Context: an optimization exercise on an open-source flow, tuned for small area and a short achievable clock period. The choices shown serve that exercise and are no tape-out recipe. Function was checked by simulation only, so behaviour that the tests miss may differ from the original. No activity file was given, so power comes from the tool's default toggle rates.

File: flow/flow/run.sh
#!/bin/bash
# The standard layout, with two changes: the port buffers are buf_4 cells
# (instead of the delay-buffer cell buffer_ports picks by default), and
# repair may swap a cell for one of another footprint.
set -euo pipefail
bash standard.sh 'BUFFER_PORTS_ARGS=-buffer_cell sky130_fd_sc_hd__buf_4' MATCH_CELL_FOOTPRINT=0 finish > standard.log 2>&1
File: flow/standard.sh
#!/bin/bash
# synth_recipe.tcl (not shown) runs the flow's synth.tcl, then flattens the netlist and writes it again
# the make line also repeats each setting of config.mk as NAME=value (left out here)
make -C /OpenROAD-flow-scripts/flow DESIGN_CONFIG=/design/flow/config.mk WORK_HOME=/design/flow/orfs CLKGATE_MAP_FILE= SYNTH_SCRIPT=/design/flow/synth_recipe.tcl "${@:-finish}"
File: flow/config.mk
export PLATFORM = sky130hd
export DESIGN_NAME = rv_core
export DESIGN_NICKNAME = rv_core
export VERILOG_FILES = /design/flow/design.v
export SDC_FILE = /design/flow/constraint.sdc
export NUM_CORES = 4
export LEC_CHECK = 0
export CAP_MARGIN = 10
export CORE_MARGIN = 2
export CORE_UTILIZATION = 55
export CTS_BUF_LIST = sky130_fd_sc_hd__clkbuf_16
export CTS_CLUSTER_DIAMETER = 100
export CTS_CLUSTER_SIZE = 20
export PLACE_DENSITY = 0.7
export SETUP_SLACK_MARGIN = 2.4
export SLEW_MARGIN = 10
export SYNTH_HIERARCHICAL = 1
File: flow/constraint.sdc
create_clock -name core_clock -period 11.0 [get_ports {clk}]
set_input_delay 2.2000 -clock core_clock [delete_from_list [all_inputs] [get_ports {clk}]]
set_output_delay 2.2000 -clock core_clock [all_outputs]
set_load 0.01 [all_outputs]
File: flow/design.v
package rv_isa_pkg;
  localparam int XLEN = 32;
  typedef logic [XLEN-1:0] word_t;
  typedef logic [31:0]     insn_t;
  typedef logic [4:0]      reg_addr_t;
  typedef logic [6:0]      opcode_t;
  localparam opcode_t OP_LUI     = 7'b01_101_11;
  localparam opcode_t OP_AUIPC   = 7'b00_101_11;
  localparam opcode_t OP_BRANCH  = 7'b11_000_11;
  localparam opcode_t OP_REG_IMM = 7'b00_100_11;
  localparam opcode_t OP_REG_REG = 7'b01_100_11;
  localparam opcode_t OP_ENVIRON = 7'b11_100_11;
  localparam logic [2:0] F3_ADD  = 3'b000;
  localparam logic [2:0] F3_SLL  = 3'b001;
  localparam logic [2:0] F3_SLT  = 3'b010;
  localparam logic [2:0] F3_SLTU = 3'b011;
  localparam logic [2:0] F3_XOR  = 3'b100;
  localparam logic [2:0] F3_SR   = 3'b101;
  localparam logic [2:0] F3_OR   = 3'b110;
  localparam logic [2:0] F3_AND  = 3'b111;
  localparam logic [2:0] F3_BEQ  = 3'b000;
  localparam logic [2:0] F3_BNE  = 3'b001;
  localparam logic [2:0] F3_BLT  = 3'b100;
  localparam logic [2:0] F3_BGE  = 3'b101;
  localparam logic [2:0] F3_BLTU = 3'b110;
  localparam logic [2:0] F3_BGEU = 3'b111;
  localparam logic [6:0] F7_BASE = 7'd0;
  localparam logic [6:0] F7_ALT  = 7'd32;
  localparam word_t INSN_BYTES = 32'd4;
endpackage
package core_ctrl_pkg;
  typedef enum logic [3:0] {
    ADD,
    SUB,
    SLL,
    SLT,
    SLTU,
    XOR,
    SRL,
    SRA,
    OR,
    AND,
    PASS_B
  } alu_op_e;
  typedef enum logic [2:0] {
    NONE,
    EQ,
    NE,
    LT,
    GE,
    LTU,
    GEU
  } branch_e;
endpackage
module rf_nand2 (
  input  logic a, b,
  output logic y
);
  assign y = ~(a & b);
endmodule
module rf_ao8 (
  input  logic [7:0] i_sel,
  input  logic [7:0] i_data,
  output logic       o_y
);
  assign o_y = |(i_sel & i_data);
endmodule
module rf_read_bit (
  input  logic [31:1] i_sel,
  input  logic [31:1] i_data,
  output logic        o_data
);
  logic [3:0]  g;
  logic [1:0]  h_n;
  rf_ao8 u_ao0 (.i_sel (i_sel[8:1]),   .i_data (i_data[8:1]),   .o_y (g[0]));
  rf_ao8 u_ao1 (.i_sel (i_sel[16:9]),  .i_data (i_data[16:9]),  .o_y (g[1]));
  rf_ao8 u_ao2 (.i_sel (i_sel[24:17]), .i_data (i_data[24:17]), .o_y (g[2]));
  rf_ao7 u_ao3 (.i_sel (i_sel[31:25]), .i_data (i_data[31:25]), .o_y (g[3]));
  rf_nor2  u_nor0 (.a (g[0]), .b (g[1]), .y (h_n[0]));
  rf_nor2  u_nor1 (.a (g[2]), .b (g[3]), .y (h_n[1]));
  rf_nand2 u_out  (.a (h_n[0]), .b (h_n[1]), .y (o_data));
endmodule
module rf_read_bit_x (
  input  logic [31:1] i_sel,
  input  logic [31:1] i_data,
  input  logic        i_en,
  input  logic        i_x_n,
  output logic        o_data
);
  logic [3:0]  g;
  logic [1:0]  h_n;
  rf_ao8 u_ao0 (.i_sel (i_sel[8:1]),   .i_data (i_data[8:1]),   .o_y (g[0]));
  rf_ao8 u_ao1 (.i_sel (i_sel[16:9]),  .i_data (i_data[16:9]),  .o_y (g[1]));
  rf_ao8 u_ao2 (.i_sel (i_sel[24:17]), .i_data (i_data[24:17]), .o_y (g[2]));
  rf_ao7 u_ao3 (.i_sel (i_sel[31:25]), .i_data (i_data[31:25]), .o_y (g[3]));
  rf_oai21 u_oa0 (.a1 (g[0]), .a2 (g[1]), .b1 (i_en), .y (h_n[0]));
  rf_oai21 u_oa1 (.a1 (g[2]), .a2 (g[3]), .b1 (i_en), .y (h_n[1]));
  rf_nand3 u_out (.a (h_n[0]), .b (h_n[1]), .c (i_x_n), .y (o_data));
endmodule
module rf_ao7 (
  input  logic [6:0] i_sel,
  input  logic [6:0] i_data,
  output logic       o_y
);
  assign o_y = |(i_sel & i_data);
endmodule
module rf_oai21 (
  input  logic a1, a2, b1,
  output logic y
);
  assign y = ~((a1 | a2) & b1);
endmodule
module rf_nand3 (
  input  logic a, b, c,
  output logic y
);
  assign y = ~(a & b & c);
endmodule
module rf_nor2 (
  input  logic a, b,
  output logic y
);
  assign y = ~(a | b);
endmodule
module rf_read (
  input  logic [31:1]       i_sel,
  input  logic [31:1][31:0] i_regs,
  output logic [31:0]       o_data
);
  for (genvar b = 0; b < 32; b++)
  begin : g_bit
    logic [31:1] col;
    for (genvar r = 1; r < 32; r++)
    begin : g_col
      assign col[r] = i_regs[r][b];
    end
    rf_read_bit u_bit (.i_sel (i_sel), .i_data (col), .o_data (o_data[b]));
  end
endmodule
module rf_read_x (
  input  logic [31:1]       i_sel,
  input  logic [31:1][31:0] i_regs,
  input  logic              i_en,
  input  logic [31:0]       i_x_n,
  output logic [31:0]       o_data
);
  for (genvar b = 0; b < 32; b++)
  begin : g_bit
    logic [31:1] col;
    for (genvar r = 1; r < 32; r++)
    begin : g_col
      assign col[r] = i_regs[r][b];
    end
    rf_read_bit_x u_bit (.i_sel (i_sel), .i_data (col), .i_en (i_en), .i_x_n (i_x_n[b]), .o_data (o_data[b]));
  end
endmodule
module rf_dec (
  input  logic [4:0]  i_addr,
  input  logic [31:1] i_valid,
  output logic [31:1] o_sel
);
  logic [3:0] lo;
  logic [7:0] hi;
  always_comb
  begin
    for (int k = 0; k < 4; k++)
    begin
      lo[k] = i_addr[1:0] == 2'(k);
    end
    for (int k = 0; k < 8; k++)
    begin
      hi[k] = i_addr[4:2] == 3'(k);
    end
  end
  for (genvar i = 1; i < 32; i++)
  begin : g_sel
    rf_and3 u_and (.a (lo[i % 4]), .b (hi[i / 4]), .c (i_valid[i]), .y (o_sel[i]));
  end
endmodule
module rf_and3 (
  input  logic a, b, c,
  output logic y
);
  assign y = a & b & c;
endmodule
module execute (
  input  logic [31:0] i_a,
  input  logic [31:0] i_b,
  input  logic        i_sub,
  input  logic        i_left,
  input  logic        i_arith,
  input  logic        i_sel_add,
  input  logic        i_sel_sll,
  input  logic        i_sel_slt,
  input  logic        i_sel_sltu,
  input  logic        i_sel_xor,
  input  logic        i_sel_sr,
  input  logic        i_sel_or,
  input  logic        i_sel_and,
  input  logic        i_sel_x,
  input  logic [31:0] i_x,
  output logic [31:0] o_result,
  output logic [31:0] o_result_rf,
  output logic        o_eq,
  output logic        o_lt,
  output logic        o_ltu
);
  logic [32:0] sum;
  logic        fill;
  logic [4:0]  s;
  logic [31:0] t3;
  ks_adder adder_inst (
    .i_a    (i_a),
    .i_b    (i_b),
    .i_sub  (i_sub),
    .o_sum  (sum[31:0]),
    .o_cout (sum[32]),
    .o_lt   (o_lt),
    .o_eq   (o_eq)
  );
  assign o_ltu = ~sum[32];
  assign fill = i_arith && !i_left && i_a[31];
  assign s    = i_b[4:0];
  shifter shifter_inst (
    .i_a    (i_a),
    .i_left (i_left),
    .i_fill (fill),
    .i_s    (s),
    .o_y    (t3)
  );
  for (genvar i = 0; i < 32; i++)
  begin : g_res
    logic n_add;
    logic n_sh;
    logic n_oth;
    logic n_cmp;
    ex_nand2 u_add (.a (i_sel_add), .b (sum[i]), .y (n_add));
    ex_aoi22 u_sh  (.a1 (i_sel_sll), .a2 (t3[31-i]), .b1 (i_sel_sr), .b2 (t3[i]), .y (n_sh));
    ex_other u_oth (
      .i_a (i_a[i]), .i_b (i_b[i]), .i_x (i_x[i]),
      .i_sel_xor (i_sel_xor), .i_sel_or (i_sel_or), .i_sel_and (i_sel_and), .i_sel_x (i_sel_x),
      .o_n (n_oth)
    );
    if (i == 0)
    begin : g_cmp
      ex_cmp u_cmp (.i_sel_slt (i_sel_slt), .i_lt (o_lt), .i_sel_sltu (i_sel_sltu), .i_cout (sum[32]), .o_n (n_cmp));
      ex_nand4 u_out (.a (n_add), .b (n_sh), .c (n_oth), .d (n_cmp), .y (o_result[i]));
      ex_nand4 u_rf  (.a (n_add), .b (n_sh), .c (n_oth), .d (n_cmp), .y (o_result_rf[i]));
    end
    else
    begin : g_nocmp
      ex_nand3 u_out (.a (n_add), .b (n_sh), .c (n_oth), .y (o_result[i]));
      ex_nand3 u_rf  (.a (n_add), .b (n_sh), .c (n_oth), .y (o_result_rf[i]));
    end
  end
endmodule
module sh_mux2i (
  input  logic a0, a1, s,
  output logic y_n
);
  assign y_n = ~(s ? a1 : a0);
endmodule
module shifter (
  input  logic [31:0] i_a,
  input  logic        i_left,
  input  logic        i_fill,
  input  logic [4:0]  i_s,
  output logic [31:0] o_y
);
  logic [5:0][31:0] m;
  for (genvar i = 0; i < 32; i++)
  begin : g_rev
    sh_mux2i u_mux (.a0 (i_a[i]), .a1 (i_a[31-i]), .s (i_left), .y_n (m[0][i]));
  end
  for (genvar k = 1; k < 6; k++)
  begin : g_stage
    logic f;
    assign f = (k % 2 == 1) ? ~i_fill : i_fill;
    for (genvar i = 0; i < 32; i++)
    begin : g_bit
      if (i + (1 << (k - 1)) < 32)
      begin : g_in
        sh_mux2i u_mux (.a0 (m[k-1][i]), .a1 (m[k-1][i + (1 << (k - 1))]), .s (i_s[k-1]), .y_n (m[k][i]));
      end
      else
      begin : g_fill
        sh_mux2i u_mux (.a0 (m[k-1][i]), .a1 (f), .s (i_s[k-1]), .y_n (m[k][i]));
      end
    end
  end
  assign o_y = m[5];
endmodule
module ex_nand2 (
  input  logic a, b,
  output logic y
);
  assign y = ~(a & b);
endmodule
module ex_nand3 (
  input  logic a, b, c,
  output logic y
);
  assign y = ~(a & b & c);
endmodule
module ex_nand4 (
  input  logic a, b, c, d,
  output logic y
);
  assign y = ~(a & b & c & d);
endmodule
module ex_aoi22 (
  input  logic a1, a2, b1, b2,
  output logic y
);
  assign y = ~((a1 & a2) | (b1 & b2));
endmodule
module ex_other (
  input  logic i_a, i_b, i_x,
  input  logic i_sel_xor, i_sel_or, i_sel_and, i_sel_x,
  output logic o_n
);
  assign o_n = ~((i_sel_xor & (i_a ^ i_b)) | (i_sel_or & (i_a | i_b)) | (i_sel_and & i_a & i_b) | (i_sel_x & i_x));
endmodule
module ks_aoi21 (
  input  logic a1, a2, b1,
  output logic y
);
  assign y = ~((a1 & a2) | b1);
endmodule
module ks_oai21 (
  input  logic a1, a2, b1,
  output logic y
);
  assign y = ~((a1 | a2) & b1);
endmodule
module ks_nand2 (
  input  logic a, b,
  output logic y
);
  assign y = ~(a & b);
endmodule
module ks_nor2 (
  input  logic a, b,
  output logic y
);
  assign y = ~(a | b);
endmodule
module ks_inv (
  input  logic a,
  output logic y
);
  assign y = ~a;
endmodule
module ks_xor2 (
  input  logic a, b,
  output logic y
);
  assign y = a ^ b;
endmodule
module ks_pg (
  input  logic a, b, sub,
  output logic g_n, t_n, px
);
  logic bs;
  ks_xor2  u_bs (.a (b), .b (sub), .y (bs));
  ks_nand2 u_g  (.a (a), .b (bs), .y (g_n));
  ks_nor2  u_t  (.a (a), .b (bs), .y (t_n));
  ks_xor2  u_p  (.a (a), .b (bs), .y (px));
endmodule
module ks_pg0 (
  input  logic a, b, sub,
  output logic g_n, px
);
  assign px  = a ^ b ^ sub;
  assign g_n = ~(sub ? (a | ~b) : (a & b));
endmodule
module ks_adder (
  input  logic [31:0] i_a,
  input  logic [31:0] i_b,
  input  logic        i_sub,
  output logic [31:0] o_sum,
  output logic        o_cout,
  output logic        o_lt,
  output logic        o_eq
);
  logic [5:0][31:0] gg;
  logic [5:0][31:0] tt;
  logic [31:0]      px;
  ks_pg0 u_pg0 (.a (i_a[0]), .b (i_b[0]), .sub (i_sub), .g_n (gg[0][0]), .px (px[0]));
  assign tt[0][0] = 1'b1;
  for (genvar i = 1; i < 32; i++)
  begin : g_pg
    ks_pg u_pg (.a (i_a[i]), .b (i_b[i]), .sub (i_sub), .g_n (gg[0][i]), .t_n (tt[0][i]), .px (px[i]));
  end
  for (genvar l = 1; l < 6; l++)
  begin : g_lvl
    localparam int D = 1 << (l - 1);
    for (genvar i = 0; i < 32; i++)
    begin : g_bit
      if (i >= D)
      begin : g_node
        if (l % 2 == 1)
        begin : g_true
          ks_oai21 u_g (.a1 (tt[l-1][i]), .a2 (gg[l-1][i-D]), .b1 (gg[l-1][i]), .y (gg[l][i]));
          if (i >= 2 * D)
          begin : g_t
            ks_nor2 u_t (.a (tt[l-1][i]), .b (tt[l-1][i-D]), .y (tt[l][i]));
          end
          else
          begin : g_nt
            assign tt[l][i] = 1'b0;
          end
        end
        else
        begin : g_inv
          ks_aoi21 u_g (.a1 (tt[l-1][i]), .a2 (gg[l-1][i-D]), .b1 (gg[l-1][i]), .y (gg[l][i]));
          if (i >= 2 * D)
          begin : g_t
            ks_nand2 u_t (.a (tt[l-1][i]), .b (tt[l-1][i-D]), .y (tt[l][i]));
          end
          else
          begin : g_nt
            assign tt[l][i] = 1'b1;
          end
        end
      end
      else
      begin : g_pass
        ks_inv u_g (.a (gg[l-1][i]), .y (gg[l][i]));
        assign tt[l][i] = (l % 2 == 1) ? 1'b0 : 1'b1;
      end
    end
  end
  assign o_sum[0] = px[0] ^ i_sub;
  for (genvar i = 1; i < 32; i++)
  begin : g_sum
    ks_xor2 u_s (.a (px[i]), .b (gg[5][i-1]), .y (o_sum[i]));
  end
  assign o_cout = gg[5][31];
  ks_xor2 u_lt (.a (px[31]), .b (gg[5][31]), .y (o_lt));
  assign o_eq = &px;
endmodule
module ex_cmp (
  input  logic i_sel_slt, i_lt, i_sel_sltu, i_cout,
  output logic o_n
);
  assign o_n = ~((i_sel_slt & i_lt) | (i_sel_sltu & ~i_cout));
endmodule
module ks_adder20 (
  input  logic [19:0] i_a,
  input  logic [19:0] i_b,
  output logic [19:0] o_sum
);
  logic [5:0][19:0] gg;
  logic [5:0][19:0] tt;
  logic [19:0]      px;
  for (genvar i = 0; i < 20; i++)
  begin : g_pg
    ks_nand2 u_g (.a (i_a[i]), .b (i_b[i]), .y (gg[0][i]));
    ks_nor2  u_t (.a (i_a[i]), .b (i_b[i]), .y (tt[0][i]));
    ks_xor2  u_p (.a (i_a[i]), .b (i_b[i]), .y (px[i]));
  end
  for (genvar l = 1; l < 6; l++)
  begin : g_lvl
    localparam int D = 1 << (l - 1);
    for (genvar i = 0; i < 20; i++)
    begin : g_bit
      if (i >= D)
      begin : g_node
        if (l % 2 == 1)
        begin : g_true
          ks_oai21 u_g (.a1 (tt[l-1][i]), .a2 (gg[l-1][i-D]), .b1 (gg[l-1][i]), .y (gg[l][i]));
          if (i >= 2 * D)
          begin : g_t
            ks_nor2 u_t (.a (tt[l-1][i]), .b (tt[l-1][i-D]), .y (tt[l][i]));
          end
          else
          begin : g_nt
            assign tt[l][i] = 1'b0;
          end
        end
        else
        begin : g_inv
          ks_aoi21 u_g (.a1 (tt[l-1][i]), .a2 (gg[l-1][i-D]), .b1 (gg[l-1][i]), .y (gg[l][i]));
          if (i >= 2 * D)
          begin : g_t
            ks_nand2 u_t (.a (tt[l-1][i]), .b (tt[l-1][i-D]), .y (tt[l][i]));
          end
          else
          begin : g_nt
            assign tt[l][i] = 1'b1;
          end
        end
      end
      else
      begin : g_pass
        ks_inv u_g (.a (gg[l-1][i]), .y (gg[l][i]));
        assign tt[l][i] = (l % 2 == 1) ? 1'b0 : 1'b1;
      end
    end
  end
  assign o_sum[0] = px[0];
  for (genvar i = 1; i < 20; i++)
  begin : g_sum
    ks_xor2 u_s (.a (px[i]), .b (gg[5][i-1]), .y (o_sum[i]));
  end
endmodule
module rv_core #(
  parameter logic [31:0] RESET_PC = '0,
  parameter int          NUM_REGS = 32
) (
  input  logic        clk,
  input  logic        rst,
  input  logic [31:0] i_insn,
  output logic [31:0] o_pc,
  output logic        o_halt,
  output logic        o_wb_en,
  output logic [4:0]  o_wb_rd,
  output logic [31:0] o_wb_data
);
  logic [6:0]  opcode;
  logic [2:0]  funct3;
  logic [6:0]  funct7;
  logic        is_lui;
  logic        is_auipc;
  logic        is_opimm;
  logic        is_op;
  logic        is_branch;
  logic        is_system;
  logic        f7_zero;
  logic        f7_alt;
  logic        arith_ok;
  logic        halt;
  logic [31:0] imm_i;
  logic [31:0] imm_b;
  logic [31:0] imm_u;
  logic [19:0] auipc_hi;
  logic [31:0] br_target;
  logic [31:0] pc_inc;
  logic [31:1][31:0] rf_regs;
  logic [31:1]       rf_valid;
  logic [31:1]       rf_we;
  logic [31:1]       rf_sel1;
  logic [31:1]       rf_sel2;
  logic [31:0]       imm_x_n;
  logic [31:0]       wb_data_rf;
  logic [31:0] rs1_data;
  logic [31:0] op_b;
  logic        sub;
  logic        alu;
  logic [31:0] x;
  logic        eq;
  logic        lt;
  logic        ltu;
  logic        cond;
  logic        taken;
  assign opcode = i_insn[6:0];
  assign funct3 = i_insn[14:12];
  assign funct7 = i_insn[31:25];
  assign is_lui    = opcode == 7'b0110111;
  assign is_auipc  = opcode == 7'b0010111;
  assign is_opimm  = opcode == 7'b0010011;
  assign is_op     = opcode == 7'b0110011;
  assign is_branch = opcode == 7'b1100011;
  assign is_system = opcode == 7'b1110011;
  assign f7_zero  = funct7 == 7'b0000000;
  assign f7_alt   = funct7 == 7'b0100000;
  assign arith_ok = (is_op || (funct3[1:0] == 2'b01)) ?
                    (f7_zero || (f7_alt && ((funct3 == 3'b101) || (is_op && (funct3 == 3'b000))))) :
                    1'b1;
  assign halt      = is_system && (i_insn[31:7] == 25'b0);
  assign o_halt    = halt && !rst;
  assign o_wb_en   = !rst && (is_lui || is_auipc || ((is_opimm || is_op) && arith_ok));
  assign o_wb_rd   = i_insn[11:7];
  assign imm_i = {{20{i_insn[31]}}, i_insn[31:20]};
  assign imm_b = {{19{i_insn[31]}}, i_insn[31], i_insn[7], i_insn[30:25], i_insn[11:8], 1'b0};
  assign imm_u = {i_insn[31:12], 12'b0};
  ks_adder20 auipc_adder (
    .i_a   (o_pc[31:12]),
    .i_b   (i_insn[31:12]),
    .o_sum (auipc_hi)
  );
  assign br_target = o_pc + imm_b;
  assign pc_inc = {o_pc[31:2] + 30'd1, o_pc[1:0]};
  always_comb
  begin
    for (int i = 1; i < 32; i++)
    begin
      rf_we[i]   = o_wb_en && (o_wb_rd == 5'(i));
    end
  end
  always_ff @(posedge clk)
  begin
    if (rst)
    begin
      rf_valid <= '0;
    end
    else
    begin
      rf_valid <= rf_valid | rf_we;
    end
  end
  always_ff @(posedge clk)
  begin
    for (int i = 1; i < 32; i++)
    begin
      if (rf_we[i])
      begin
        rf_regs[i] <= wb_data_rf;
      end
    end
  end
  rf_dec rf_dec1 (.i_addr (i_insn[19:15]), .i_valid (rf_valid), .o_sel (rf_sel1));
  rf_dec rf_dec2 (.i_addr (i_insn[24:20]), .i_valid (rf_valid), .o_sel (rf_sel2));
  assign imm_x_n = ~({32{is_opimm}} & imm_i);
  rf_read rf_read1 (.i_sel (rf_sel1), .i_regs (rf_regs), .o_data (rs1_data));
  rf_read_x rf_read2 (.i_sel (rf_sel2), .i_regs (rf_regs), .i_en (!is_opimm), .i_x_n (imm_x_n), .o_data (op_b));
  assign sub = is_branch || (funct3[2:1] == 2'b01) || (is_op && funct7[5] && (funct3 == 3'b000));
  assign alu = is_opimm || is_op;
  assign x   = is_lui ? imm_u : {auipc_hi, o_pc[11:0]};
  execute execute_inst (
    .i_a        (rs1_data),
    .i_b        (op_b),
    .i_sub      (sub),
    .i_left     (!funct3[2]),
    .i_arith    (funct7[5]),
    .i_sel_add  (alu && (funct3 == 3'b000)),
    .i_sel_sll  (alu && (funct3 == 3'b001)),
    .i_sel_slt  (alu && (funct3 == 3'b010)),
    .i_sel_sltu (alu && (funct3 == 3'b011)),
    .i_sel_xor  (alu && (funct3 == 3'b100)),
    .i_sel_sr   (alu && (funct3 == 3'b101)),
    .i_sel_or   (alu && (funct3 == 3'b110)),
    .i_sel_and  (alu && (funct3 == 3'b111)),
    .i_sel_x    (is_lui || is_auipc),
    .i_x        (x),
    .o_result   (o_wb_data),
    .o_result_rf (wb_data_rf),
    .o_eq       (eq),
    .o_lt       (lt),
    .o_ltu      (ltu)
  );
  assign cond  = funct3[2] ? (funct3[1] ? ltu : lt) : (!funct3[1] && eq);
  assign taken = is_branch && (funct3[2:1] != 2'b01) && (cond ^ funct3[0]);
  always_ff @(posedge clk)
  begin
    if (rst)
    begin
      o_pc <= RESET_PC;
    end
    else if (taken)
    begin
      o_pc <= br_target;
    end
    else if (!halt)
    begin
      o_pc <= pc_inc;
    end
  end
endmodule
==> results of run 1 <==
-- cell usage in the layout, fill, tap and decap left out, types with 32 or more instances in the layout --
cell type and count:
and3_1 41, inv_1 162, ha_1 63, a222oi_1 64
o21ai_2 32, a21oi_1 68, nand2_1 199, a22o_1 32
a21oi_2 83, dfxtp_1 62, nand4_1 222, nor2_4 35
nand3_1 136, a22oi_1 896, o21ai_1 138, clkbuf_16 59
a311oi_2 32, nor2_2 49, mux2i_1 172, edfxtp_1 992
a22oi_2 33, xor2_1 119, nor2b_1 35, nor2_1 237
buf_4 285
-- power breakdown --
group          leakage, nW  total, W  switching, W  internal [W]
Clock                0.863   0.00224       0.00127      0.000969
Combinational         9.91  0.000214      0.000147     0.0000662
Sequential            8.65   0.00432    0.00000387       0.00432
Total                 19.4   0.00677       0.00142       0.00536
-- per-module statistics from Yosys (local to each module, per instance), a selection --
module	flip-flops and latches	cells	area, um^2	times used
shifter	0	33	244	1
rf_dec	0	12	87.6	2
ks_adder	0	12	77.6	1
ex_other	0	6	50.0	32
rf_ao8	0	5	36.3	192
ex_aoi22	0	1	12.5	32
sh_mux2i	0	1	10.0	192
ks_xor2	0	1	8.76	133
ex_nand2	0	1	3.75	32
rf_nand2	0	1	3.75	32
rf_nor2	0	1	3.75	64
-- per-stage QoR --
stage | area, um^2 | setup slack [ns] | cells | utilization, %
floorplan | 53400 | 2.41 | 4367 | -
global placement | 57200 | 1.52 | 5857 | 59.3
detailed placement | 57200 | 1.48 | 5857 | 59.3
CTS | 60000 | 2.37 | 5954 | 62.3
global route | 60600 | 2.30 | 5968 | 62.9
finish | 60600 | 2.28 | 5969 | 62.9
-- registers in the layout, indices dropped and copies added, names as in the netlist --
signal / cells
o_pc: 31
rf_regs: 992
rf_valid: 31
-- layer usage --
layer | share of wire (%) | wire length (um) | track usage, %
met4 | 7.4 | 16200 | 26.6
met5 | 0 | 0 | 0.142
met2 | 43 | 93500 | 62.3
met3 | 15 | 31700 | 11.8
met1 | 35 | 76400 | 55.7
-- cells in the mapped netlist, drive strengths merged (41+ instances only) --
cell type,instances
nand4,222
a222oi,64
o21ai,208
xor2,147
dfxtp,62
edfxtp,992
a22oi,929
inv,145
mux2i,195
buf,41
ha,63
nand3,176
nand2,230
and3,70
nor2,321
a21oi,151
-- worst register-to-register path, cell delays in order, from the launching register on --
cell and delay, ns:
dfxtp_1 0.35, and3_2 0.33, buf_12 0.23, a22oi_1 0.24, nand4_1 0.32, o21ai_2 0.38
nand3_4 0.21, xor2_2 0.26, xor2_1 0.55, nand4_1 0.27, or4_1 0.67, nor2_1 0.29
xnor2_1 0.11, or3_1 0.38, a211oi_4 0.76, nor2_1 0.44, nand3_1 0.19, o21ai_0 0.09
a21oi_1 0.15, nor2_1 0.05
-- path summary, 6_finish.rpt --
kind,startpoint,to,slack [ns],cells after the start
max,i_insn[24],o_wb_data[0],2.28,20
min,rf_valid[19],rf_valid[19],0.51,2
max reg2reg,rf_valid[12],o_pc[28],4.62,19
min reg2reg,rf_valid[19],rf_valid[19],0.51,2
-- cell families after synthesis --
logic type | Yosys count | share of synthesized area [%]
AOI/OAI and AO/OA | 1497 | 21.2
and+or+nand+nor | 1148 | 10.5
DFF | 1054 | 58.1
buffers and inverters | 220 | 1.82
muxes | 215 | 4.08
xor gates and xnor gates | 167 | 2.77
adders and majority gates | 64 | 1.51
other | 1 | 0.00702
-- timing repair --
| action | CTS | global route |
|---|---|---|
| endpoints found under the setup margin | 32 | 32 |
| setup buffers | 9 | 13 |
| gates resized for setup | 267 | 109 |
| pin swaps | 19 | 27 |
| hold buffers | 0 | 0 |
| gates cloned | 3 | 1 |
-- area by class of cell --
cell class / count / share of cell area [%]
repair inverters: 1 / 0.00826
well taps: 1276 / 2.63
repair buffers: 311 / 4.17
flip-flops and latches: 1054 / 51.2
multi-input cells: 3096 / 38.4
diodes: 1 / 0.00413
clock buffers: 59 / 2.44
inverters: 145 / 0.912
clock inverters: 26 / 0.235
==> impl_metrics.toml, run 1 <==
[status]
status = "finished clean"

[logic_synthesis]
ys_top_cells_by_area = "edfxtp_1 (56%), a22oi_1 (13%), mux2i_1 (3.7%), nand4_1 (2.6%), xor2_1 (2.4%)"
synth-edff-count = 992
seq_area_frac_synth_pct = 58.1
yosys.area.top_type_share_pct = 55.8
synthCells = 4366
synth_area_um2 = 53400
ys.flop_type = "edfxtp_1"
async_flop_share_pct = 0
yosysWarnings = 8
netlist.top_cell.by_area = "edfxtp_1"
ys_seq_elements = 1054
avgSynthCellArea_um2 = 12.2
yosysUniqueCellTypes = 71

[floorplan]
die_x_um = 316
die_h_um = 316
design.portCount = 105
start_util_pct = 55.4
die-area_um2 = 99600
rows = 114
core_region_area_um2 = 96400

[routing]
viasPerCell = 7.62
routed_wl_mm = 218
firstDrtPassIters = 10
drtAntennaViolNets = 0
drcViolationCount = 0
vias = 45498
drt_iter0_markers = 8335
wl_per_cell_um = 36.5

[setup_path]
crit_arrival_ns = 6.52
path_buf_inv = 4
crit_type = "primary input to output port"
critPathSlowestCell = "a222oi_1"
cp-end-kind = "output port"
crit_fanout = 14
cpMostUsedCell = "buf_4"
max_stage_delay_ns = 0.44
worstPathCellList = "buf_4, and3b_2, and3_2, buf_6, a222oi_1, nand3_2, o21ai_4, nand3_4, xor2_2, buf_4, nand2_1, o21ai_1, a21oi_2, o21ai_2, a21oi_2, o21ai_2, xor2_1, a22oi_2, nand4_1, buf_4"
critical-path-top-delay-family = "compound AO/OA/AOI/OAI gates"
required_ns = 8.80
critPathLaunchType = "primary input"

[sta]
period_share_pct = 79.3
worst_pin_slew_ns = 1.11
setup_viol = 0
hold_viol = 0
min_period_ns = 8.72
clock_skew_ns = 0.0343
clock.fmax_mhz = 115
drv_slew = 0
relSlewSlack_pct = 25.3
tns_ns = 0
whs_ns = 0.508
rsz0062_at_grt = "true"

[power_and_ir_drop]
power_density_nw_per_um2 = 112
total_leakage_power_nw = 19.4
p_total_w = 0.00677
peakVddDrop_mv = 0.147

[clock_network]
cts_inserted_buffers = 59
htreeDepth = 2
clock_sinks = 1054
insertion_delay_ns = 0.70
clock_path_buffers = 3
clk_pin_slew_worst_paths_ns = 0.09
root_buffer = "clkbuf_16"
cts_tree = "done"

[placed_design]
dp_hpwl_mm = 143
place_congestion = 1.11
io_buffer_count = 103

[global_routing]
grt_antenna_before_repair = 1
grt_max_degree = 66
grt_util_all_layers_pct = 42.3
grt-ovfl-total = 0
grt_pass1_wl_mm = 300
grt_pass1_vias = 41950

[final_layout]
seq_area_um2 = 31000
multi_input_area_um2 = 23300
layout-drive-gt1-share_pct = 18.6
synthToLayoutAreaGrowth_pct = 13.5
layout.nets = 4766
nFillCells = 7541

[job]
max_cap_viol_count = 0

[min_path]
hp-class = "register to register"
==> inputs of run 2 (changes only) <==
--- a/flow/config.mk
+++ b/flow/config.mk
@@ -14,3 +14,3 @@
 export PLACE_DENSITY = 0.7
-export SETUP_SLACK_MARGIN = 2.4
+export SETUP_SLACK_MARGIN = 2.0
 export SLEW_MARGIN = 10
==> impl_metrics.toml, run 2 <==
[status]
status = "finished clean"

[floorplan]
die_x_um = 316
die_h_um = 316
die-area_um2 = 99600
rows = 114
design.portCount = 105
start_util_pct = 55.4
core_region_area_um2 = 96400

[final_layout]
layout_common_cells = "edfxtp_1 (992), a22oi_1 (896), nor2_1 (270)"
layout.nets = 4740
largest_reg_flops = 992
layout-drive-gt1-share_pct = 15.1
final_common_cell = "edfxtp_1"
largest_registers = "rf_regs x992, o_pc x31, rf_valid x31"
final_util_pct = 61.6
nFillCells = 7678
top_register = "rf_regs"
synthToLayoutAreaGrowth_pct = 11.3

[sta]
drv_slew = 0
hold_viol = 0
worst_pin_slew_ns = 1.13
clock.fmax_mhz = 110
min_period_ns = 9.07
clock_skew_ns = 0.0475
relSlewSlack_pct = 23.7
tns_ns = 0
rsz0062_at_grt = "true"
setup_viol = 0
period_share_pct = 82.5

[clock_network]
insertion_delay_ns = 0.69
root_buffer = "clkbuf_16"
cts_inserted_buffers = 59
clock_sinks = 1054
cts_tree = "done"
htreeDepth = 2
clock_path_buffers = 3
clk_pin_slew_worst_paths_ns = 0.08
postCtsHoldBufs = 0

[setup_path]
max_stage_delay_ns = 0.58
r2r_slack_ns = 4.61
worstPathCellList = "buf_4, and2_1, and3_2, buf_4, a22oi_1, nand4_1, o21ai_2, nand3_4, buf_4, mux2i_1, mux2i_1, mux2i_1, mux2i_1, mux2i_1, a22oi_2, nand3_1, buf_4"
cpMostUsedCell = "mux2i_1"
critPathSlowestCell = "o21ai_2"
timing.rr.start = "rf_valid[3]"
path_buf_inv = 4
crit_fanout = 14
crit_start = "i_insn[20]"
cp-end-kind = "output port"
required_ns = 8.80
crit_arrival_ns = 6.87
critical-path-top-delay-family = "simple AND/OR/NAND/NOR gates"
critPathLaunchType = "primary input"
crit_type = "primary input to output port"

[routing]
wl_per_cell_um = 36.1
viasPerCell = 7.60
vias = 45186
drcViolationCount = 0
drtAntennaViolNets = 0
firstDrtPassIters = 9
routed_wl_mm = 215
drt_iter0_markers = 8595

[global_routing]
grt_pass1_vias = 41615
grt_antenna_before_repair = 4
grt_pass1_wl_mm = 299
grt_max_degree = 69
grt_util_all_layers_pct = 42.0
grt-ovfl-total = 0

[logic_synthesis]
synthCells = 4366
synth_compound_area_share_pct = 21.2
synth-edff-count = 992
synth_adder_area_share_pct = 1.51
synth_top_family_by_area = "compound AO/OA/AOI/OAI gates"
yosys.area.top_type_share_pct = 55.8
yosysWarnings = 8
ys.flop_type = "edfxtp_1"
seq_area_frac_synth_pct = 58.1
ys_seq_elements = 1054
synth_commonest_cells = "edfxtp_1 (992), a22oi_1 (896), nor2_1 (321)"
yosysUniqueCellTypes = 71
synth_xor_area_share_pct = 2.77
synth_area_um2 = 53400
avgSynthCellArea_um2 = 12.2
yosys.area_share.simple_pct = 10.5
netlist.top_cell.by_area = "edfxtp_1"
synth.most_common_cell = "edfxtp_1"
ys_top_cells_by_area = "edfxtp_1 (56%), a22oi_1 (13%), mux2i_1 (3.7%), nand4_1 (2.6%), xor2_1 (2.4%)"
synthMuxAreaShare_pct = 4.08
async_flop_share_pct = 0

[min_path]
hp-class = "register to register"
min_from = "rf_valid[25]"

[power_and_ir_drop]
power_density_nw_per_um2 = 114
total_leakage_power_nw = 19.0
peakVddDrop_mv = 0.191

[placed_design]
io_buffer_count = 103
place_congestion = 1.03
dp_hpwl_mm = 141

[job]
max_cap_viol_count = 0
==> run 2: cell types whose count changed in the layout (fill, tap and decap cells not counted), moves of 17 or more <==
cell and delta:
buf_4 -21, mux2i_1 +17, nand3_1 +20, nor2_1 +33, nor2_2 -27, o21ai_1 +33, o21ai_4 -21
==> run 2: modules after synthesis (local to each module, per instance), a selection <==
| module | flops+latches | cells inside | copies in the design | area [um^2] |
|---|---|---|---|---|
| ex_cmp | 0 | 2 | 1 | 16.3 |
| rf_ao7 | 0 | 4 | 64 | 30.0 |
| ks_nor2 | 0 | 1 | 131 | 3.75 |
| ex_nand3 | 0 | 1 | 62 | 5.00 |
| ks_pg0 | 0 | 2 | 1 | 33.8 |
| rf_nand3 | 0 | 1 | 32 | 5.00 |
| ks_adder20 | 0 | 1 | 1 | 7.51 |
| execute | 0 | 2 | 1 | 12.5 |
| rf_dec | 0 | 12 | 2 | 87.6 |
| shifter | 0 | 33 | 1 | 244 |
==> run 2: logic make-up (layout without fill, tap and decap cells) <==
| logic type | count (synthesis) | in the layout |
|---|---|---|
| compound gates | 1497 | 1497 |
| simple gates | 1148 | 1149 |
| fa+ha+maj | 64 | 64 |
| xor+xnor | 167 | 167 |
| mux | 215 | 215 |
| other cells | 1 | 7 |
| flops | 1054 | 1054 |
| buf+inv | 220 | 519 |
==> run 2: metrics by stage <==
step / cells / total power, W / hold slack [ns] / setup WS, ns / cell area [um^2]
final: 5948 / 0.00677 / 0.498 / 1.93 / 59400
after global routing: 5944 / 0.00691 / 0.519 / 1.99 / 59400
after CTS: 5937 / 0.00676 / 0.493 / 2.00 / 59000
after detailed placement: 5850 / 0.00461 / 0.473 / 1.50 / 57200
after global placement: 5850 / 0.00461 / 0.466 / 1.51 / 57200
after floorplan: 4367 / 0.00453 / 0.448 / 2.06 / 53400
==> run 2: worst paths after layout <==
kind                   endpoint  depth (start not counted)
setup / recovery  o_wb_data[10]                         17
hold / removal     rf_valid[25]                          1
setup reg to reg       o_pc[21]                         20
hold reg to reg    rf_valid[25]                          1
==> run 2: cell type report <==
type	count	area (um^2)	share of cell area, %
inverters	145	551	0.926
well taps	1276	1600	2.69
flip-flops and latches	1054	31000	52.2
repair inverters	1	5.00	0.00842
repair buffers	287	2360	3.97
clock buffers	59	1480	2.48
multi-input cells	3094	22300	37.4
diodes	5	12.5	0.0211
clock inverters	27	148	0.248
==> run 2: layer usage <==
metal  share of wire (%)  up-vias  routed length (um)  GRT usage, %
li1                    -    18414                   -             -
met1                  35    21975               75100          54.8
met2                  43     4009               92700          62.9
met3                  14      788               30200          10.8
met4                 8.0        0               17100          26.4
met5                   0        -                   0         0.663
==> run 2: timing repair <==
action,4_1_cts,5_1_grt
gates resized for setup,60,89
setup buffers,0,4
gates cloned,1,1
pin swaps,1,2
endpoints found under the setup margin,32,32
==> run 2: report_power, final <==
part	switching, W	total [W]	internal [W]
clock network	0.00126	0.00223	0.000970
registers	0.00000453	0.00432	0.00432
logic	0.000148	0.000211	0.0000626
total	0.00142	0.00677	0.00535
==> inputs of run 3 (changes only) <==
--- a/flow/config.mk
+++ b/flow/config.mk
@@ -9,3 +9,3 @@
 export CORE_MARGIN = 2
-export CORE_UTILIZATION = 55
+export CORE_UTILIZATION = 45
 export CTS_BUF_LIST = sky130_fd_sc_hd__clkbuf_16
@@ -13,4 +13,3 @@
 export CTS_CLUSTER_SIZE = 20
-export PLACE_DENSITY = 0.7
-export SETUP_SLACK_MARGIN = 2.0
+export SETUP_SLACK_MARGIN = 2.2
 export SLEW_MARGIN = 10
==> impl_metrics.toml, run 3 <==
[status]
status = "finished clean"

[floorplan]
die-area_um2 = 121000
start_util_pct = 45.3
design.portCount = 105
core_region_area_um2 = 118000
die_x_um = 348
die_h_um = 348
rows = 126

[setup_path]
cpMostUsedCell = "mux2i_1"
critPathLaunchType = "primary input"
critPathSlowestCell = "nor2_1"
path_buf_inv = 3
timing.rr.start = "rf_valid[2]"
r2r-end = "o_pc[28]"
r2r_slack_ns = 4.86
crit_fanout = 22
crit_path_end = "o_wb_data[28]"
crit_start = "i_insn[15]"
path_depth = 17
max_stage_delay_ns = 0.45
crit_type = "primary input to output port"
worstPathCellList = "buf_4, and2_1, and3_2, buf_4, a22oi_1, nand4_1, nor2_1, nand2_2, mux2i_1, mux2i_1, mux2i_1, mux2i_1, mux2i_1, mux2i_1, a22oi_2, nand3_1, buf_4"
critical-path-top-delay-family = "simple AND/OR/NAND/NOR gates"
required_ns = 8.80
crit_arrival_ns = 6.66
cp-end-kind = "output port"
r2r_cells = 24

[global_routing]
grt_max_degree = 69
grt-ovfl-total = 0
grt_antenna_before_repair = 2
grt_pass1_vias = 41225
grt_util_all_layers_pct = 34.2
grt_pass1_wl_mm = 298

[clock_network]
clock_sinks = 1054
root_buffer = "clkbuf_16"
cts_inserted_buffers = 61
insertion_delay_ns = 0.74
clk_pin_slew_worst_paths_ns = 0.08
htreeDepth = 2
cts_tree = "done"
clock_path_buffers = 3

[sta]
tns_ns = 0
drv_slew = 0
clock.fmax_mhz = 113
min_period_ns = 8.86
setup_viol = 0
setup_slack_ns = 2.14
worst_pin_slew_ns = 1.02
relSlewSlack_pct = 31.7
hold_viol = 0
rsz0062_at_grt = "true"
period_share_pct = 80.6
clock_skew_ns = 0.0709

[power_and_ir_drop]
power_density_nw_per_um2 = 115
total_leakage_power_nw = 19.0
peakVddDrop_mv = 0.137
p_total_w = 0.00688

[final_layout]
layout.nets = 4720
layout_common_cells = "edfxtp_1 (992), a22oi_1 (896), nor2_1 (263)"
synthToLayoutAreaGrowth_pct = 12.2
top_register = "rf_regs"
largest_registers = "rf_regs x992, o_pc x31, rf_valid x31"
final_common_cell = "edfxtp_1"
final_cell_area_um2 = 59900
largest_reg_flops = 992
nFillCells = 10339
layout-drive-gt1-share_pct = 16.4

[routing]
wl_per_cell_um = 34.7
firstDrtPassIters = 8
drt_iter0_markers = 6888
drtAntennaViolNets = 0
drcViolationCount = 0
routed_wl_mm = 214
vias = 43525
viasPerCell = 7.03

[min_path]
hp-class = "register to register"

[logic_synthesis]
synth-edff-count = 992
async_flop_share_pct = 0
synth_commonest_cells = "edfxtp_1 (992), a22oi_1 (896), nor2_1 (321)"
synth_xor_area_share_pct = 2.77
synth.most_common_cell = "edfxtp_1"
avgSynthCellArea_um2 = 12.2
yosysUniqueCellTypes = 71
ys_top_cells_by_area = "edfxtp_1 (56%), a22oi_1 (13%), mux2i_1 (3.7%), nand4_1 (2.6%), xor2_1 (2.4%)"
ys.flop_type = "edfxtp_1"
ys_seq_elements = 1054
synth_area_um2 = 53400
synthCells = 4366
synth_adder_area_share_pct = 1.51
netlist.top_cell.by_area = "edfxtp_1"
seq_area_frac_synth_pct = 58.1
yosys.area.top_type_share_pct = 55.8
synth_top_family_by_area = "compound AO/OA/AOI/OAI gates"
synth_compound_area_share_pct = 21.2
synthMuxAreaShare_pct = 4.08
yosys.area_share.simple_pct = 10.5
yosysWarnings = 8

[placed_design]
place_congestion = 0.996
postPlaceCellArea_um2 = 57200
dp_hpwl_mm = 140
io_buffer_count = 103
post-place-ws_ns = 1.33

[job]
max_cap_viol_count = 0
==> run 3: cell types whose count changed in the layout (fill, tap and decap cells not counted), moves of 7 or more <==
| cell | before | now |
|---|---|---|
| nor2_1 | 270 | 263 |
| o21ai_1 | 171 | 153 |
| and3_4 | 7 | 20 |
| nand3_2 | 19 | 28 |
| buf_12 | 12 | 1 |
| and3_1 | 50 | 38 |
| nand3_1 | 156 | 143 |
| nand2_2 | 22 | 29 |
| xor2_2 | 12 | 19 |
| buf_4 | 264 | 246 |
| o21ai_2 | 20 | 34 |
==> run 3: timing repair <==
action,4_1_cts,5_1_grt
endpoints found under the hold margin,0,0
resized for setup,124,102
pin swaps,0,7
gates cloned,1,1
setup buffers,0,8
hold buffers,0,0
setup endpoints to repair,32,32
==> run 3: how the worst min path moves through the flow <==
stage / start / end / slack (ns) / cells after the start
floorplan: rf_valid[10] / rf_valid[10] / 0.45 / 2
global placement: rf_valid[8] / rf_valid[8] / 0.47 / 2
detailed placement: rf_valid[25] / rf_valid[25] / 0.47 / 1
CTS: rf_valid[25] / rf_valid[25] / 0.49 / 1
global route: rf_valid[25] / rf_valid[25] / 0.51 / 1
finish: rf_valid[25] / rf_valid[25] / 0.49 / 1
==> run 3: per-module statistics from Yosys (local to each module, per instance), excerpt <==
module | times used | flops+latches
ks_nor2 | 131 | 0
rf_ao8 | 192 | 0
rf_nand2 | 32 | 0
ks_inv | 62 | 0
ex_nand3 | 62 | 0
rf_nand3 | 32 | 0
ex_cmp | 1 | 0
ks_pg0 | 1 | 0
ex_other | 32 | 0
sh_mux2i | 192 | 0
shifter | 1 | 0
==> run 3: cell families (layout without fill, tap and decap cells) <==
| family | count (synthesis) | after routing |
|---|---|---|
| AO/OA/AOI/OAI | 1497 | 1497 |
| XOR/XNOR | 167 | 167 |
| adder cells (fa/ha/maj) | 64 | 64 |
| buffers and inverters | 220 | 500 |
| flip-flops | 1054 | 1054 |
| multiplexers | 215 | 215 |
| other | 1 | 5 |
| AND/OR/NAND/NOR | 1148 | 1149 |
==> run 3: layout make-up <==
cell class / count / area, um^2 / area share [%]
clock inverters: 28 / 214 / 0.357
well taps: 1536 / 1920 / 3.21
inverters: 145 / 548 / 0.914
repair inverters: 1 / 5.00 / 0.00835
diodes: 3 / 7.51 / 0.0125
flip-flops and latches: 1054 / 31000 / 51.8
multi-input cells: 3094 / 22600 / 37.7
clock buffers: 61 / 1530 / 2.55
repair buffers: 265 / 2080 / 3.47
==> run 3: layer usage <==
| metal | vias up | global-route usage, % | routed length (um) |
|---|---|---|---|
| met5 | - | 0 | 9 |
| met4 | 2 | 21.6 | 15100 |
| met3 | 564 | 7.44 | 24700 |
| met2 | 2948 | 51.8 | 94100 |
| met1 | 21645 | 44.7 | 80500 |
| li1 | 18366 | - | - |
==> run 3: report_power, final <==
group	leakage (nW)	internal [W]	total [W]	switching, W
logic	9.46	0.0000626	0.000201	0.000139
clock network	0.911	0.00103	0.00235	0.00132
registers	8.65	0.00432	0.00432	0.00000385
total	19.0	0.00542	0.00688	0.00146
==> run 3: metrics by stage <==
stage | hold WS [ns] | instances | utilization (%)
after CTS | 0.495 | 6175 | 50.4
after floorplan | 0.448 | 4367 | -
after global routing | 0.511 | 6184 | 50.8
final | 0.492 | 6187 | 50.8
after global placement | 0.466 | 6085 | 48.5
after detailed placement | 0.474 | 6085 | 48.5
==> inputs of run 4 (changes only) <==
--- a/flow/config.mk
+++ b/flow/config.mk
@@ -9,3 +9,3 @@
 export CORE_MARGIN = 2
-export CORE_UTILIZATION = 45
+export CORE_UTILIZATION = 62
 export CTS_BUF_LIST = sky130_fd_sc_hd__clkbuf_16
@@ -13,2 +13,3 @@
 export CTS_CLUSTER_SIZE = 20
+export PLACE_DENSITY = 0.75
 export SETUP_SLACK_MARGIN = 2.2
==> impl_metrics.toml, run 4 <==
[status]
status = "finished clean"

[clock_network]
root_buffer = "clkbuf_16"
clk_pin_slew_worst_paths_ns = 0.08
clock_path_buffers = 3
insertion_delay_ns = 0.73
clock_sinks = 1054
htreeDepth = 2
cts_inserted_buffers = 61
postCtsHoldBufs = 0
cts_tree = "done"

[final_layout]
nFillCells = 6080
multi_input_area_um2 = 22500
final_common_cell = "edfxtp_1"
top_register = "rf_regs"
layout-drive-gt1-share_pct = 16.2
layout_common_cells = "edfxtp_1 (992), a22oi_1 (895), buf_4 (257)"
synthToLayoutAreaGrowth_pct = 11.2
largest_registers = "rf_regs x992, o_pc x31, rf_valid x31"
layout.nets = 4722
largest_reg_flops = 992
seq_area_um2 = 31000

[setup_path]
cp-end-kind = "output port"
critical-path-top-delay-family = "simple AND/OR/NAND/NOR gates"
critPathSlowestCell = "a22oi_2"
crit_arrival_ns = 6.71
max_stage_delay_ns = 0.45
crit_start = "i_insn[15]"
critPathLaunchType = "primary input"
crit_type = "primary input to output port"
timing.rr.start = "rf_valid[6]"
path_buf_inv = 3
required_ns = 8.80
worstPathCellList = "buf_4, and2_1, and3_2, buf_4, a22oi_1, nand4_1, nor2_2, nand2_2, mux2i_1, mux2i_1, mux2i_1, mux2i_1, mux2i_1, mux2i_1, a22oi_2, nand3_2, buf_4"
cpMostUsedCell = "mux2i_1"
crit_fanout = 27

[sta]
whs_ns = 0.487
worst_pin_slew_ns = 1.37
period_share_pct = 81.0
relSlewSlack_pct = 8.48
min_period_ns = 8.91
drv_slew = 0
setup_viol = 0
rsz0062_at_grt = "true"
clock_skew_ns = 0.0812
clock.fmax_mhz = 112
tns_ns = 0
hold_viol = 0

[routing]
firstDrtPassIters = 9
vias = 44764
drtAntennaViolNets = 0
wl_per_cell_um = 35.4
routed_wl_mm = 205
drt_iter0_markers = 8998
drcViolationCount = 0
viasPerCell = 7.71

[power_and_ir_drop]
power_density_nw_per_um2 = 116
peakVddDrop_mv = 0.176
total_leakage_power_nw = 19.1

[logic_synthesis]
synth.most_common_cell = "edfxtp_1"
synth_area_um2 = 53400
ys.flop_type = "edfxtp_1"
ys_seq_elements = 1054
avgSynthCellArea_um2 = 12.2
async_flop_share_pct = 0
synth-edff-count = 992
netlist.top_cell.by_area = "edfxtp_1"
yosys.area.top_type_share_pct = 55.8
ys_top_cells_by_area = "edfxtp_1 (56%), a22oi_1 (13%), mux2i_1 (3.7%), nand4_1 (2.6%), xor2_1 (2.4%)"
yosysWarnings = 8
seq_area_frac_synth_pct = 58.1
synthCells = 4366
yosysUniqueCellTypes = 71
synth_commonest_cells = "edfxtp_1 (992), a22oi_1 (896), nor2_1 (321)"

[job]
max_cap_viol_count = 0

[min_path]
hp-class = "register to register"
min_from = "rf_valid[15]"

[floorplan]
core_region_area_um2 = 85300
start_util_pct = 62.6
die_x_um = 297
die-area_um2 = 88500
rows = 107
die_h_um = 297
design.portCount = 105

[global_routing]
grt_max_degree = 69
grt_pass1_wl_mm = 289
grt_util_all_layers_pct = 45.1
grt_pass1_vias = 40973
grt-ovfl-total = 0
grt_antenna_before_repair = 3

[placed_design]
place_congestion = 1.10
io_buffer_count = 103
dp_hpwl_mm = 138
run 4: changes by cell type in the layout (fill, tap and decap cells not counted), sizes merged:
cell,change
buf,+7
bufinv,-1
clkbuf,-3
clkinv,-1
clkinvlp,-3
diode,-1
inv,+14
nand3,-1
run 4: final cells by class:
cell class | count | area share (%)
antenna | 2 | 0.00842
timing repair buffer | 269 | 3.50
clock buffer | 61 | 2.57
multi-input combinational | 3093 | 37.9
clock inverter | 38 | 0.474
inverter | 145 | 0.920
sequential | 1054 | 52.2
tap | 1144 | 2.41
run 4: per-module statistics from Yosys, one instance, submodules excluded, excerpt:
module      cells inside  area, um^2  times used
shifter               33         244           1
rf_dec                12        87.6           2
rf_ao8                 5        36.3         192
ks_pg0                 2        33.8           1
ex_aoi22               1        12.5          32
sh_mux2i               1        10.0         192
ks_adder20             1        7.51           1
rf_and3                1        6.26          62
rf_nor2                1        3.75          64
ex_nand2               1        3.75          32
ks_nand2               1        3.75         112
run 4: timing repair:
item,in CTS,in global routing
endpoints found under the hold margin,0,0
endpoints found under the setup margin,32,32
gates resized for setup,77,150
setup buffers,1,2
pin swaps,1,25
run 4: stage by stage:
stage	power [W]	std cells	worst slack [ns]	cell area (um^2)	util (%)
floorplan	0.00453	4367	2.39	53400	-
CTS	0.00685	5802	2.19	58800	69.0
detailed placement	0.00461	5702	1.45	56800	66.6
global route	0.00701	5804	2.15	59400	69.7
finish	0.00688	5806	2.09	59400	69.7
global placement	0.00461	5702	1.55	56800	66.6
run 4: kinds of logic after synthesis:
| kind of cell | after synthesis | share of synthesized area (%) |
|---|---|---|
| muxes | 215 | 4.08 |
| other | 1 | 0.00702 |
| buffers and inverters | 220 | 1.82 |
| xor gates and xnor gates | 167 | 2.77 |
| DFF | 1054 | 58.1 |
| AOI/OAI and AO/OA | 1497 | 21.2 |
| and+or+nand+nor | 1148 | 10.5 |
| adders and majority gates | 64 | 1.51 |
run 4: worst register-to-register path: stages, from the launching register on:
cell      delay (ns)
dfxtp_1         0.34
and3_1          0.20
buf_6           0.20
a22oi_1         0.39
nand4_1         0.27
o21ai_1         0.39
nand3_2         0.29
xor2_1          0.31
xor2_1          0.53
nand4_1         0.23
or4_1           0.58
nor2_1          0.23
xnor2_1         0.11
or3_1           0.37
a211o_1         0.31
buf_4           0.24
nand2_2         0.32
nor3_1          0.09
a311oi_1        0.27
o21ai_1         0.11
a311oi_1        0.26
run 4: final timing paths:
kind	endpoint	slack (ns)	cells past startpoint
worst max register to register	o_pc[26]	4.91	20
worst max-delay path	o_wb_data[9]	2.09	17
worst min register to register	rf_valid[15]	0.49	2
worst min-delay path	rf_valid[15]	0.49	2
run 4: power by group:
part / switching (W) / leakage [nW] / internal (W)
logic: 0.000148 / 9.44 / 0.0000625
clock network: 0.00133 / 0.984 / 0.00103
registers: 0.00000376 / 8.65 / 0.00432
total: 0.00148 / 19.1 / 0.00541
run 4: metal layers:
layer	track usage, %	wire length (um)
met5	0.866	104
met4	26.2	15200
met3	15.6	33300
met2	65.1	86800
met1	59.3	69900
==> inputs of run 5 (changes only) <==
--- a/flow/config.mk
+++ b/flow/config.mk
@@ -14,3 +14,3 @@
 export PLACE_DENSITY = 0.75
-export SETUP_SLACK_MARGIN = 2.2
+export SETUP_SLACK_MARGIN = 2.4
 export SLEW_MARGIN = 10
==> impl_metrics.toml, run 5 <==
[floorplan]
rows = 107
die_h_um = 297
core_region_area_um2 = 85300
die-area_um2 = 88500
die_x_um = 297
start_util_pct = 62.6
design.portCount = 105

[routing]
firstDrtPassIters = 12
routed_wl_mm = 211
drtAntennaViolNets = 0
vias = 45601
drcViolationCount = 0
drt_iter0_markers = 8716
viasPerCell = 7.85
wl_per_cell_um = 36.3

[power_and_ir_drop]
total_leakage_power_nw = 19.3
p_total_w = 0.00683
peakVddDrop_mv = 0.170
power_density_nw_per_um2 = 114

[clock_network]
insertion_delay_ns = 0.70
clock_sinks = 1054
cts_tree = "done"
clk_pin_slew_worst_paths_ns = 0.09
cts_inserted_buffers = 60
root_buffer = "clkbuf_16"
postCtsHoldBufs = 0
htreeDepth = 2
clock_path_buffers = 3

[sta]
relSlewSlack_pct = 22.3
min_period_ns = 8.66
whs_ns = 0.496
worst_pin_slew_ns = 1.16
tns_ns = 0
setup_viol = 0
rsz0062_at_grt = "false"
drv_slew = 0
hold_viol = 0
period_share_pct = 78.8
clock.fmax_mhz = 115
clock_skew_ns = 0.0332

[global_routing]
grt_pass1_wl_mm = 295
grt_max_degree = 69
grt_pass1_vias = 42242
met3_usage_pct = 14.6
grt-ovfl-total = 0
grtUsageMet2_pct = 67.0
grt_antenna_before_repair = 2
grt_util_all_layers_pct = 46.1
use_met1_pct = 58.7
grt.busiest_layer = "met2"

[logic_synthesis]
synth-edff-count = 992
synthCells = 4366
seq_area_frac_synth_pct = 58.1
synth.most_common_cell = "edfxtp_1"
avgSynthCellArea_um2 = 12.2
yosysUniqueCellTypes = 71
async_flop_share_pct = 0
synth_commonest_cells = "edfxtp_1 (992), a22oi_1 (896), nor2_1 (321)"
ys.flop_type = "edfxtp_1"
ys_top_cells_by_area = "edfxtp_1 (56%), a22oi_1 (13%), mux2i_1 (3.7%), nand4_1 (2.6%), xor2_1 (2.4%)"
synth_area_um2 = 53400
yosys.area.top_type_share_pct = 55.8
ys_seq_elements = 1054
netlist.top_cell.by_area = "edfxtp_1"
yosysWarnings = 8

[placed_design]
dp_hpwl_mm = 138
postPlaceCellArea_um2 = 56900
io_buffer_count = 103
place_congestion = 1.08
dp.cells = 5715

[setup_path]
cp-end-kind = "output port"
critical-path-top-delay-family = "simple AND/OR/NAND/NOR gates"
path_buf_inv = 3
worstPathCellList = "buf_4, and3b_2, and3_1, buf_4, a22oi_1, nand4_1, o21ai_2, nand3_4, xor2_4, nor2_2, nor2_1, a21oi_2, o21ai_1, a21oi_2, o21ai_4, xor2_1, a22oi_2, nand4_1, buf_4"
max_stage_delay_ns = 0.47
crit_fanout = 21
cpMostUsedCell = "buf_4"
crit_arrival_ns = 6.46
critPathSlowestCell = "nand4_1"
required_ns = 8.80
critPathLaunchType = "primary input"
crit_type = "primary input to output port"

[final_layout]
antenna-diode-count = 0
layout_common_cells = "edfxtp_1 (992), a22oi_1 (896), buf_4 (259)"
nFillCells = 6067
largest_registers = "rf_regs x992, o_pc x31, rf_valid x31"
synthToLayoutAreaGrowth_pct = 12.3
top_register = "rf_regs"
final_cell_area_um2 = 60000
layout-drive-gt1-share_pct = 17.5
fin_cells = 5809
largest_reg_flops = 992
final_common_cell = "edfxtp_1"
layout.nets = 4739

[status]
status = "finished clean"

[min_path]
hp-class = "register to register"

[job]
max_cap_viol_count = 0
run 5: kinds of logic after synthesis:
group / after synthesis / synth area share, %
simple gates: 1148 / 10.5
flops: 1054 / 58.1
fa+ha+maj: 64 / 1.51
xor+xnor: 167 / 2.77
mux: 215 / 4.08
compound gates: 1497 / 21.2
buf+inv: 220 / 1.82
other cells: 1 / 0.00702
run 5: worst paths after layout:
| path | from | to | slack (ns) | cells after the start |
|---|---|---|---|---|
| setup / recovery | i_insn[24] | o_wb_data[0] | 2.34 | 19 |
| hold / removal | rf_valid[16] | rf_valid[16] | 0.50 | 2 |
| setup reg to reg | rf_valid[6] | o_pc[28] | 4.75 | 21 |
| hold reg to reg | rf_valid[16] | rf_valid[16] | 0.50 | 2 |
run 5: what timing repair did:
action	4_1_cts	5_1_grt
setup endpoints to repair	32	32
gates resized for setup	113	218
pin swaps	4	33
buffers inserted	4	4
run 5: per-stage QoR:
step / worst slack (ns) / util, %
after global routing: 2.31 / 70.3
after detailed placement: 1.56 / 66.7
after global placement: 1.57 / 66.7
final: 2.34 / 70.3
after CTS: 2.35 / 69.2
after floorplan: 2.41 / -
run 5: worst register-to-register path, stage by stage (launching register included):
cell and delay, ns:
dfxtp_1 0.33, and3_1 0.20, clkbuf_8 0.30, a22oi_1 0.28, nand4_1 0.49, o21ai_2 0.46
nand3_4 0.17, xor2_2 0.23, buf_4 0.17, xor2_1 0.40, nand4_1 0.15, or4_1 0.60
nor2_1 0.21, xnor2_1 0.10, or3_1 0.39, a211oi_4 0.70, buf_4 0.41, a21oi_1 0.07
o21ai_0 0.16, o21ai_0 0.13, a21oi_1 0.14, nor2_1 0.05
run 5: power breakdown:
group | total (W) | internal (W) | switching, W | leakage, nW
logic | 0.000215 | 0.0000660 | 0.000149 | 9.73
clock network | 0.00229 | 0.00101 | 0.00129 | 0.896
registers | 0.00432 | 0.00432 | 0.00000381 | 8.65
run 5: Yosys stat by module (local to each module, per instance), excerpt:
module	area, um^2	cells	copies in the design
rv_core	34800	1677	1
ex_other	50.0	6	32
execute	12.5	2	1
ex_aoi22	12.5	1	32
ks_aoi21	8.76	1	82
ks_xor2	8.76	1	133
rf_and3	6.26	1	62
ex_nand3	5.00	1	62
ks_nor2	3.75	1	131
ks_inv	3.75	1	62
rf_nor2	3.75	1	64
run 5: area by class of cell:
type	count	area (um^2)	area share, %
tap	1144	1430	2.39
inverter	145	549	0.916
clock buffer	61	1530	2.54
clock inverter	25	175	0.292
timing repair buffer	287	2280	3.80
sequential	1054	31000	51.7
multi-input combinational	3093	23000	38.3
run 5: routing by layer:
layer / share of wire (%) / up-vias
met5: 0 / -
met4: 8.8 / 0
met1: 33 / 21884
met3: 16 / 896
met2: 42 / 4429
li1: - / 18392

-- re-timing with driven ports --
The flow's constraints put no driver on any port. The routed layouts listed below were extracted and timed again, unchanged, in two steps. Step 1 sets driving cells, clkbuf_16 on the clock port and buf_2 on the other inputs (assumed; they add their load-dependent delay and slew). Step 2 adds t to the input delays and takes it off the output delays; t is the mean of the earliest and latest rising clock arrival at the registers after step 1. Input paths then give back, and output paths get back, about the clock's delay inside the block. a / b / c = ideal ports / drivers / drivers and shift; a / b = the first two.
run | t (ns) | setup WS [ns] | worst hold slack (ns) | worst register clock-pin slew, ns | worst slew at a driven data input, ns
run 1 | 0.754 | 2.278 / 2.251 / 2.251 | 0.508 / 0.508 / 0.508 | 0.10 / 0.10 | 0.04
run 2 | 0.742 | 1.930 / 1.906 / 1.906 | 0.498 / 0.498 / 0.498 | 0.10 / 0.10 | 0.04
run 3 | 0.774 | 2.138 / 2.107 / 2.107 | 0.492 / 0.492 / 0.492 | 0.09 / 0.09 | 0.09
run 4 | 0.764 | 2.094 / 2.066 / 2.066 | 0.487 / 0.487 / 0.487 | 0.10 / 0.10 | 0.04
run 5 | 0.750 | 2.337 / 2.304 / 2.304 | 0.496 / 0.496 / 0.496 | 0.09 / 0.09 | 0.06
After both steps every run listed still meets setup and hold. For run 5, which loses most, drivers alone change the setup slack by -0.033 ns; drivers and shift together by -0.033 ns.
